This design comes from an exercise in tuning for small area, a short achievable clock period and few clock cycles per item on the open sky130 flow, not from production work.
Where RTL was checked, it was by simulation tests only, not by an equivalence proof against the original.

## old
// yuvToRgb
module yuvToRgb (
	input logic Clock,
	input logic resetn,
	input logic start,
	input logic [15:0] readData,
	output logic done,
	output logic [17:0] sramAddress,
	output logic [15:0] sramWriteData,
	output logic sramWeN
);
clock: 12.0 ns
lec_check: 0
cap_margin: 20
core_margin: 2
core_utilization: 40
setup_slack_margin: 5
slew_margin: 20
synth_hierarchical: 1
synth_minimum_keep_size: 0
standard.sh (not shown) runs the stock make flow with config.mk's settings and CLKGATE_MAP_FILE= SYNTH_SCRIPT=/design/flow/synth_recipe.tcl, a recipe that flattens the netlist after the stock synthesis.
==> flow/flow/run.sh <==
#!/bin/bash
set -euo pipefail
bash standard.sh SETUP_SLACK_MARGIN=8.4 "BUFFER_PORTS_ARGS=-buffer_cell sky130_fd_sc_hd__buf_2" finish > standard.log 2>&1
Testbench counts of old, summed over its fixed seeds: cycles 26,144, rows 32.
## Diff of input files: new against old
==> flow/flow/run.sh <==
#!/bin/bash
set -euo pipefail
bash standard.sh SETUP_SLACK_MARGIN=8.0 "BUFFER_PORTS_ARGS=-buffer_cell sky130_fd_sc_hd__buf_2" finish > standard.log 2>&1
diff --git a/flow/config.mk b/flow/config.mk
--- a/flow/config.mk
+++ b/flow/config.mk
@@ -9,4 +9,6 @@
 export CORE_MARGIN = 2
 export CORE_UTILIZATION = 40
+export CTS_CLUSTER_DIAMETER = 100
+export CTS_CLUSTER_SIZE = 25
 export SETUP_SLACK_MARGIN = 5
 export SLEW_MARGIN = 20
old | stages: all done | timing, DRC, antenna: all pass. new did not stop at any stage, and its layout met the timing, DRC and antenna checks. The count of routing violations after the opening detailed-route iteration in new was lower than what old gave. new: via count is about 2.4% lower than what old reported. Side by side, total wire length after detailed routing turned out lower in new than in old. In new relative to old, non-clock buffer count had gone down by more than a quarter. In new, the largest net degree at the start of global routing came out about 17% below the value in old.

========
== raven ==
Starting RTL as in the previous note.
==> flow/config.mk <==
export PLATFORM = sky130hd
export DESIGN_NAME = yuvToRgb
export DESIGN_NICKNAME = yuvToRgb
export VERILOG_FILES = /design/flow/design.v
export SDC_FILE = /design/flow/constraint.sdc
export NUM_CORES = 4
export LEC_CHECK = 0
export CAP_MARGIN = 20
export CORE_MARGIN = 2
export CORE_UTILIZATION = 40
export CTS_CLUSTER_DIAMETER = 100
export CTS_CLUSTER_SIZE = 25
export SETUP_SLACK_MARGIN = 5
export SLEW_MARGIN = 20
export SYNTH_HIERARCHICAL = 1
export SYNTH_MINIMUM_KEEP_SIZE = 0
==> flow/constraint.sdc <==
create_clock -name core_clock -period 12.0 [get_ports {Clock}]
set_input_delay 2.4000 -clock core_clock [delete_from_list [all_inputs] [get_ports {Clock}]]
set_output_delay 2.4000 -clock core_clock [all_outputs]
set_load 0.01 [all_outputs]
==> flow/flow/run.sh <==
#!/bin/bash
set -euo pipefail
bash standard.sh SETUP_SLACK_MARGIN=8.7 "BUFFER_PORTS_ARGS=-buffer_cell sky130_fd_sc_hd__buf_2" finish > standard.log 2>&1
Testbench counts of raven, summed over its fixed seeds: cycles 26,144, rows 32.
## Diff of input files: sierra against raven
# raven
export LEC_CHECK = 0
export CAP_MARGIN = 20
export CORE_MARGIN = 2
export CORE_UTILIZATION = 40
export CTS_CLUSTER_DIAMETER = 100
export CTS_CLUSTER_SIZE = 25
export SETUP_SLACK_MARGIN = 5
export SLEW_MARGIN = 20
export SYNTH_HIERARCHICAL = 1
export SYNTH_MINIMUM_KEEP_SIZE = 0
create_clock -name core_clock -period 12.0 [get_ports {Clock}]
# sierra
export LEC_CHECK = 0
export ABC_AREA = 1
export CAP_MARGIN = 20
export CORE_MARGIN = 2
export CORE_UTILIZATION = 40
export SETUP_SLACK_MARGIN = 5
export SLEW_MARGIN = 20
export SYNTH_HIERARCHICAL = 1
export SYNTH_MINIMUM_KEEP_SIZE = 0
create_clock -name core_clock -period 12.0 [get_ports {Clock}]
==> flow/flow/run.sh <==
#!/bin/bash
set -euo pipefail
bash standard.sh SETUP_SLACK_MARGIN=8.4 "BUFFER_PORTS_ARGS=-buffer_cell sky130_fd_sc_hd__buf_2" finish > standard.log 2>&1
Findings:
- Summary: with raven as the reference, number of instances in the placed design in sierra moved up by more than 10%.
- Diff raven and sierra: area growth from synthesis to layout lower in sierra
- Comparing sierra against raven, there is no change at all in number of buffers on the longest clock path.
- sierra vs raven, instance count: sierra higher
- The final reports for sierra and raven show net count after synthesis higher in the former.
- Post-route cell area in sierra vs raven: up 390 µm²
- Diff sierra..raven | total number of sequential cells | unchanged
- Vias after detailed routing, raven and sierra, lower one = raven.
Inputs modified between sierra and xenon:
# sierra
export LEC_CHECK = 0
export ABC_AREA = 1
export CAP_MARGIN = 20
export CORE_MARGIN = 2
export CORE_UTILIZATION = 40
export SETUP_SLACK_MARGIN = 5
export SLEW_MARGIN = 20
export SYNTH_HIERARCHICAL = 1
export SYNTH_MINIMUM_KEEP_SIZE = 0
create_clock -name core_clock -period 12.0 [get_ports {Clock}]
# xenon
export LEC_CHECK = 0
export CAP_MARGIN = 20
export CORE_MARGIN = 2
export CORE_UTILIZATION = 40
export CTS_CLUSTER_DIAMETER = 80
export CTS_CLUSTER_SIZE = 30
export SETUP_SLACK_MARGIN = 5
export SLEW_MARGIN = 20
export SYNTH_HIERARCHICAL = 1
export SYNTH_MINIMUM_KEEP_SIZE = 0
create_clock -name core_clock -period 12.0 [get_ports {Clock}]
Findings:
- xenon went all the way through the flow, and no timing, DRC or antenna check failed.
- Comparing xenon and sierra, met2 track utilization from global routing is higher on sierra.
- xenon vs sierra: via count down by more than 10%
- Total of plain and repair buffers excluding clock buffers grows by more than 10% when moving from sierra to xenon.
- On xenon: final hold slack is 0.011 ns higher than what sierra gave.

========
## red
yuvToRgb, a different RTL version from the one above (not shown whole).
Size in the first run: roughly 1800 cells after synthesis, roughly 400 flip-flops, roughly 55 I/O pins, roughly 22000 um2 of cells after synthesis.
Settings: LEC_CHECK=0, CAP_MARGIN=20, CORE_MARGIN=2, CORE_UTILIZATION=40, CTS_CLUSTER_DIAMETER=100, CTS_CLUSTER_SIZE=25, SETUP_SLACK_MARGIN=5, SLEW_MARGIN=20, SYNTH_HIERARCHICAL=1, SYNTH_MINIMUM_KEEP_SIZE=0; clock period 12.0 ns.
==> flow/flow/run.sh <==
#!/bin/bash
set -euo pipefail
bash standard.sh SETUP_SLACK_MARGIN=8.4 "BUFFER_PORTS_ARGS=-buffer_cell sky130_fd_sc_hd__buf_2" finish > standard.log 2>&1
red: all stages complete, timing, DRC and antenna checks passed
Modified inputs, blue compared to red
==> flow/flow/run.sh <==
#!/bin/bash
set -euo pipefail
bash standard.sh SETUP_SLACK_MARGIN=8.5 "BUFFER_PORTS_ARGS=-buffer_cell sky130_fd_sc_hd__buf_2" finish > standard.log 2>&1
### Flow results
The final layout from blue, which completed every stage, passed the timing, DRC and antenna checks at the end of the flow. Taking red as the reference, in blue post-synthesis to final-layout area growth now larger, total nets after synthesis barely changed. Summary of blue over red: fmax now sits at about the same level, area fraction of clock buffers and clock inverters essentially unchanged. On cell area reported after detailed placement, blue and red are basically level. Going from red to blue, time the worst path needs with I/O delays and setup now sits lower, met3 wire length up 120 um, final critical-path share of the clock period barely changed.
No run of this note included a check of the RTL's function; only the layout flow was run.

========
yuvToRgb, a different RTL version from the one above (not shown whole).
Size: ~1800 cells after synthesis, ~410 flip-flops, about 22000 um^2 of cells after synthesis.
Settings: LEC_CHECK=0, CAP_MARGIN=20, CORE_MARGIN=2, CORE_UTILIZATION=40, CTS_CLUSTER_DIAMETER=100, CTS_CLUSTER_SIZE=25, SETUP_SLACK_MARGIN=5, SLEW_MARGIN=20, SYNTH_HIERARCHICAL=1, SYNTH_MINIMUM_KEEP_SIZE=0; clock period 12.0 ns.
==> flow/flow/run.sh <==
#!/bin/bash
set -euo pipefail
bash standard.sh SETUP_SLACK_MARGIN=8.5 "BUFFER_PORTS_ARGS=-buffer_cell sky130_fd_sc_hd__buf_2" finish > standard.log 2>&1
The baseline finished with timing, DRC and antenna clean.
Testbench counts at the start, summed over its fixed seeds: cycles 26,144, rows 32.
Change:
==> flow/flow/run.sh (replaced) <==
#!/bin/bash
set -euo pipefail
bash standard.sh SETUP_SLACK_MARGIN=8.6 "BUFFER_PORTS_ARGS=-buffer_cell sky130_fd_sc_hd__buf_2" finish > standard.log 2>&1
After rerunning:
- sequential share of layout area goes down by 0.44 points
- hold slack hardly moves

========
job 7549:
yuvToRgb again, from the RTL that the note above started with.
Settings: LEC_CHECK=0, CAP_MARGIN=20, CORE_MARGIN=2, CORE_UTILIZATION=40, CTS_CLUSTER_DIAMETER=100, CTS_CLUSTER_SIZE=25, SETUP_SLACK_MARGIN=5, SLEW_MARGIN=20, SYNTH_HIERARCHICAL=1, SYNTH_MINIMUM_KEEP_SIZE=0; clock period 12.0 ns.
==> flow/flow/run.sh <==
#!/bin/bash
set -euo pipefail
bash standard.sh SETUP_SLACK_MARGIN=8.4 "BUFFER_PORTS_ARGS=-buffer_cell sky130_fd_sc_hd__buf_2" finish > standard.log 2>&1
Job 7549 reached the end of the flow, and the finished layout is clean on the timing, DRC and antenna checks.
Testbench counts of job 7549, summed over its fixed seeds: cycles 26,144, rows 32.
Input-level comparison between job 4570 and job 7549:
Settings: ABC_CLOCK_PERIOD_IN_PS: unset -> 3500.
==> flow/flow/run.sh <==
#!/bin/bash
set -euo pipefail
bash standard.sh SETUP_SLACK_MARGIN=8.5 "BUFFER_PORTS_ARGS=-buffer_cell sky130_fd_sc_hd__buf_2" finish > standard.log 2>&1
Notes after the runs:
Compared job 7549 against job 4570; number of nets in the final layout within noise. Between job 4570 and job 7549, the share of the final layout cell area in multi-input gates does not differ in any meaningful way.

[re-timing with driven ports]
The flow's constraints put no driver on any port. The routed layouts listed below were extracted and timed again, unchanged, in two steps. Step 1 (the two cells are an assumption about what drives the block):
set clk [get_ports {Clock}]
set_driving_cell -lib_cell sky130_fd_sc_hd__clkbuf_16 $clk
set_driving_cell -lib_cell sky130_fd_sc_hd__buf_2 [delete_from_list [all_inputs] $clk]
Step 2 adds t to the input delays and takes it off the output delays; t is the mean of the earliest and latest rising clock arrival at the registers after step 1. Input paths then give back, and output paths get back, about the clock's delay inside the block. a / b / c = ideal ports / drivers / drivers and shift; a / b = the first two.
run | t, ns | setup slack, ns | worst hold slack (ns) | worst setup path at the end
old | 0.633 | 8.392 / 8.354 / 8.349 | 0.326 / 0.326 / 0.326 | input to register
new | 0.625 | 8.152 / 8.151 / 8.151 | 0.330 / 0.330 / 0.330 | register to register
raven | 0.613 | 8.389 / 8.330 / 8.407 | 0.337 / 0.337 / 0.337 | input to register
sierra | 0.637 | 8.415 / 8.356 / 8.215 | 0.325 / 0.325 / 0.325 | input to register
xenon | 0.615 | 8.396 / 8.339 / 8.367 | 0.336 / 0.336 / 0.336 | input to register
red | 0.601 | 8.365 / 8.365 / 8.365 | 0.332 / 0.332 / 0.332 | register to register
blue | 0.602 | 8.371 / 8.371 / 8.371 | 0.335 / 0.335 / 0.335 | register to register
the first run of note 4 | 0.612 | 8.476 / 8.420 / 8.504 | 0.339 / 0.339 / 0.339 | input to register
the second run of note 4 | 0.599 | 8.498 / 8.440 / 8.473 | 0.337 / 0.337 / 0.337 | input to register
job 7549 | 0.610 | 8.455 / 8.412 / 8.455 | 0.337 / 0.337 / 0.337 | register to register
job 4570 | 0.612 | 8.476 / 8.420 / 8.504 | 0.339 / 0.339 / 0.339 | input to register
After both steps setup and hold are still met in every run listed. For sierra, which loses most, drivers alone change the setup slack by -0.059 ns; drivers and shift together by -0.200 ns.
